This is an optimization exercise on Yosys and OpenROAD, whose aim is small area, a short achievable clock period and few clock cycles per item, not a production implementation. At most, simulation tests tie the RTL to the original design; equivalence was not proved.

## ece571f23_g5_aes_subbytes_seq
module ece571f23_g5_aes_subbytes_seq (
  input  logic         clk,
  input  logic         rst,
  input  logic         in_valid,
  output logic         in_ready,
  input  logic         in_inverse,
  input  logic [127:0] datain,
  output logic         out_valid,
  input  logic         out_ready,
  output logic [127:0] dataout,
  output logic         busy
);
clock: 17.5 ns
lec_check: 0
cap_margin: 20
core_margin: 2
core_utilization: 60
cts_buf_list: sky130_fd_sc_hd__clkbuf_4
cts_cluster_size: 30
place_density: 0.75
setup_slack_margin: 1.0
slew_margin: 20
standard.sh (not shown) runs the stock make flow with config.mk's settings and CLKGATE_MAP_FILE= SYNTH_SCRIPT=/design/flow/synth_recipe.tcl, a recipe that flattens the netlist after the stock synthesis.
==> flow/flow/run.sh <==
#!/bin/bash
# Layout flow: the standard flow (standard.sh), with one change to synthesis:
# ABC maps the logic with an area-recovering script (flow/abc_area.script)
# instead of ORFS's delay script. Registers are mapped before ABC, so they are
# the standard synthesis's registers, with the same names and cells.
set -euo pipefail
W=$(pwd)
cat > "$W/area_synth.tcl" <<TCL
proc abc {args} {
  set i [lsearch -exact \$args -script]
  if {\$i >= 0} {
    set args [lreplace \$args \$i [expr {\$i + 1}] -script $W/flow/abc_area.script]
  }
  yosys abc {*}\$args
}
source $W/synth_recipe.tcl
TCL
bash "$W/standard.sh" SYNTH_SCRIPT="$W/area_synth.tcl" BUFFER_PORTS_ARGS="-buffer_cell sky130_fd_sc_hd__buf_1" ADDER_MAP_FILE= SETUP_SLACK_MARGIN=12.5 finish > "$W/standard_flow.log" 2>&1
==> flow/flow/abc_area.script <==
strash
&get -n
&dch -f
&nf -R 1000
&put
strash
&get -n
&dch -f
&nf -R 1000
&put
Testbench counts at the start, summed over its fixed seeds: cycles 1,040, items 1,024.
Then changed:
--- a/flow/flow/run.sh
+++ b/flow/flow/run.sh
@@ -16,3 +16,3 @@
 source $W/synth_recipe.tcl
 TCL
-bash "$W/standard.sh" SYNTH_SCRIPT="$W/area_synth.tcl" BUFFER_PORTS_ARGS="-buffer_cell sky130_fd_sc_hd__buf_1" ADDER_MAP_FILE= SETUP_SLACK_MARGIN=12.5 finish > "$W/standard_flow.log" 2>&1
+bash "$W/standard.sh" SYNTH_SCRIPT="$W/area_synth.tcl" BUFFER_PORTS_ARGS="-buffer_cell sky130_fd_sc_hd__buf_1" ADDER_MAP_FILE= SETUP_SLACK_MARGIN=12.2 finish > "$W/standard_flow.log" 2>&1
==> flow/flow/abc_area.script (replaced) <==
strash
&get -n
&deepsyn -T 120
&put
strash
&get -n
&dch -f
&nf -R 1000
&put
strash
&get -n
&dch -f
&nf -R 1000
&put
Synthesized area falls by 1.8%. Via count falls by 4.0%. Routed wire length falls by 8.4%. Die area falls by about 1.8%. Synthesized cell count rises by about 0.5%. Design area falls by 9.8%. Utilization falls by 5.9 points. Flip-flop and latch count is unchanged.

Another version of the RTL of ece571f23_g5_aes_subbytes_seq (not shown whole).
For scale: ~3400 cells after synthesis, roughly 390 flip-flops, ~260 I/O pins, roughly 0.031 sq mm of cells after synthesis.
// ece571f23_g5_aes_subbytes_seq
module ece571f23_g5_aes_subbytes_seq (
  input  logic         clk,
  input  logic         rst,
  input  logic         in_valid,
  output logic         in_ready,
  input  logic         in_inverse,
  input  logic [127:0] datain,
  output logic         out_valid,
  input  logic         out_ready,
  output logic [127:0] dataout,
  output logic         busy
);
Settings: LEC_CHECK=0, CAP_MARGIN=20, CORE_MARGIN=2, CORE_UTILIZATION=40, SETUP_SLACK_MARGIN=1.0, SLEW_MARGIN=20; clock period 17.5 ns.
==> flow/flow/run.sh <==
#!/bin/bash
# Layout flow: the standard flow (standard.sh), with one change to synthesis:
# ABC maps the logic with an area-recovering script (flow/abc_area.script)
# instead of ORFS's delay script. Registers are mapped before ABC, so they are
# the standard synthesis's registers, with the same names and cells.
set -euo pipefail
W=$(pwd)
cat > "$W/area_synth.tcl" <<TCL
proc abc {args} {
  set i [lsearch -exact \$args -script]
  if {\$i >= 0} {
    set args [lreplace \$args \$i [expr {\$i + 1}] -script $W/flow/abc_area.script]
  }
  yosys abc {*}\$args
}
source $W/synth_recipe.tcl
TCL
bash "$W/standard.sh" SYNTH_SCRIPT="$W/area_synth.tcl" BUFFER_PORTS_ARGS="-buffer_cell sky130_fd_sc_hd__buf_1" finish > "$W/standard_flow.log" 2>&1
==> flow/flow/abc_area.script <==
strash
&get -n
&dch -f
&nf -R 1000
&put
topo
stime -c
The first run finished clean.
Edit:
CTS_BUF_LIST = sky130_fd_sc_hd__clkbuf_4   (was not set)
Result:
- The new run completed with no timing, DRC or antenna violations
- final area is lower by 0.72%
- utilization decreases by 0.33 points
- hold slack hardly moves
- critical path depth rises by 1
- global-route usage climbs by 0.10 points
No functional check of the RTL was part of any run of this note.

Another version of the RTL of ece571f23_g5_aes_subbytes_seq (not shown whole).
Size: about 390 flip-flops, ~260 I/O pins, about 0.031 mm² of cells after synthesis.
==> flow/config.mk <==
export PLATFORM = sky130hd
export DESIGN_NAME = ece571f23_g5_aes_subbytes_seq
export DESIGN_NICKNAME = ece571f23_g5_aes_subbytes_seq
export VERILOG_FILES = /design/flow/design.v
export SDC_FILE = /design/flow/constraint.sdc
export NUM_CORES = 4
export LEC_CHECK = 0
export CAP_MARGIN = 20
export CORE_MARGIN = 2
export CORE_UTILIZATION = 40
export SETUP_SLACK_MARGIN = 1.0
export SLEW_MARGIN = 20
==> flow/constraint.sdc <==
create_clock -name core_clock -period 17.5 [get_ports {clk}]
set_input_delay 3.5000 -clock core_clock [delete_from_list [all_inputs] [get_ports {clk}]]
set_output_delay 3.5000 -clock core_clock [all_outputs]
set_load 0.01 [all_outputs]
==> flow/flow/run.sh <==
#!/bin/bash
# Layout flow: the standard flow (standard.sh), with one change to synthesis:
# ABC maps the logic with an area-recovering script (flow/abc_area.script)
# instead of ORFS's delay script. Registers are mapped before ABC, so they are
# the standard synthesis's registers, with the same names and cells.
set -euo pipefail
W=$(pwd)
cat > "$W/area_synth.tcl" <<TCL
proc abc {args} {
  set i [lsearch -exact \$args -script]
  if {\$i >= 0} {
    set args [lreplace \$args \$i [expr {\$i + 1}] -script $W/flow/abc_area.script]
  }
  yosys abc {*}\$args
}
source $W/synth_recipe.tcl
TCL
bash "$W/standard.sh" SYNTH_SCRIPT="$W/area_synth.tcl" BUFFER_PORTS_ARGS="-buffer_cell sky130_fd_sc_hd__buf_1" SETUP_SLACK_MARGIN=12.2 finish > "$W/standard_flow.log" 2>&1
==> flow/flow/abc_area.script <==
strash
dc2
&get -n
&dch -f
&nf -R 1000
&put
The baseline completed with no timing, DRC or antenna violations.
Testbench counts at the start, summed over its fixed seeds: cycles 1,040, items 1,024.
Rerun with:
--- a/flow/flow/run.sh
+++ b/flow/flow/run.sh
@@ -18 +18 @@
-bash "$W/standard.sh" SYNTH_SCRIPT="$W/area_synth.tcl" BUFFER_PORTS_ARGS="-buffer_cell sky130_fd_sc_hd__buf_1" SETUP_SLACK_MARGIN=12.2 finish > "$W/standard_flow.log" 2>&1
+bash "$W/standard.sh" SYNTH_SCRIPT="$W/area_synth.tcl" BUFFER_PORTS_ARGS="-buffer_cell sky130_fd_sc_hd__buf_1" ADDER_MAP_FILE= finish > "$W/standard_flow.log" 2>&1
==> flow/flow/abc_area.script (replaced) <==
strash
&get -n
&dch -f
&nf -R 1000
&put
strash
&get -n
&dch -f
&nf -R 1000
&put
Setup slack got worse by 0.42 ns.
Wire length fell by 13%.
Global-route usage fell by 0.14 points.
Count of clock-buffer cells in the layout fell by 1.
Critical path depth fell by 15.
Rerun with:
--- a/flow/config.mk
+++ b/flow/config.mk
@@ -10 +10,4 @@
-export CORE_UTILIZATION = 40
+export CORE_UTILIZATION = 60
+export CTS_BUF_LIST = sky130_fd_sc_hd__clkbuf_4
+export CTS_CLUSTER_SIZE = 30
+export PLACE_DENSITY = 0.75
=> The changed run went through all stages and came out clean. Final area is lower by 2.0%. Routed wire length decreases by 2.4%. Area after synthesis does not change.
Rerun with:
--- a/flow/config.mk
+++ b/flow/config.mk
@@ -10 +10 @@
-export CORE_UTILIZATION = 60
+export CORE_UTILIZATION = 40
@@ -13 +12,0 @@
-export PLACE_DENSITY = 0.75
What happened:
- sequential share of layout area is lower by 0.45 points
- global-route usage goes down by 8.1 points
- utilization fell by 22 points
- worst hold slack hardly moves
- critical path depth decreases by 17
- cell area rose by 1.4%
- clock-buffer cell count rose by 14

## static timing again, ports no longer ideal
Ports are ideal in the flow. The routed layouts listed here were re-timed in OpenROAD. Step 1 assumes that a clkbuf_16 drives the clock port and a buf_2 every other input. Step 2 adds t to the input delays and takes it off the output delays; t is the mean of the earliest and latest rising clock arrival at the registers after step 1. Input paths then give back, and output paths get back, about the clock's delay inside the block. a / b / c = no drivers / after step 1 / after step 2; a / b = the first two.
| run | t (ns) | setup slack, ns | worst setup path at the end | clock arrival spread, ns |
|---|---|---|---|---|
| the first run of note 1 | 0.897 | 12.520 / 12.465 / 11.829 | input to register | 0.039 / 0.038 |
| the second run of note 1 | 0.879 | 12.409 / 12.439 / 11.561 | input to register | 0.060 / 0.059 |
| the first run of note 2 | 0.635 | 11.780 / 11.780 / 11.595 | input to register | 0.040 / 0.040 |
| the second run of note 2 | 0.910 | 11.759 / 11.759 / 11.561 | input to register | 0.081 / 0.082 |
| the first run of note 3 | 0.649 | 12.187 / 12.187 / 11.672 | input to register | 0.017 / 0.017 |
| the second run of note 3 | 0.630 | 11.769 / 11.806 / 11.176 | input to register | 0.021 / 0.022 |
| the third run of note 3 | 0.868 | 12.068 / 12.068 / 11.407 | input to register | 0.063 / 0.064 |
| the fourth run of note 3 | 0.909 | 12.005 / 11.947 / 11.166 | input to register | 0.081 / 0.081 |
After both steps every run listed still meets setup and hold. The setup slack of the second run of note 1, which loses most, moves by +0.030 ns with the drivers and by -0.848 ns with both steps.
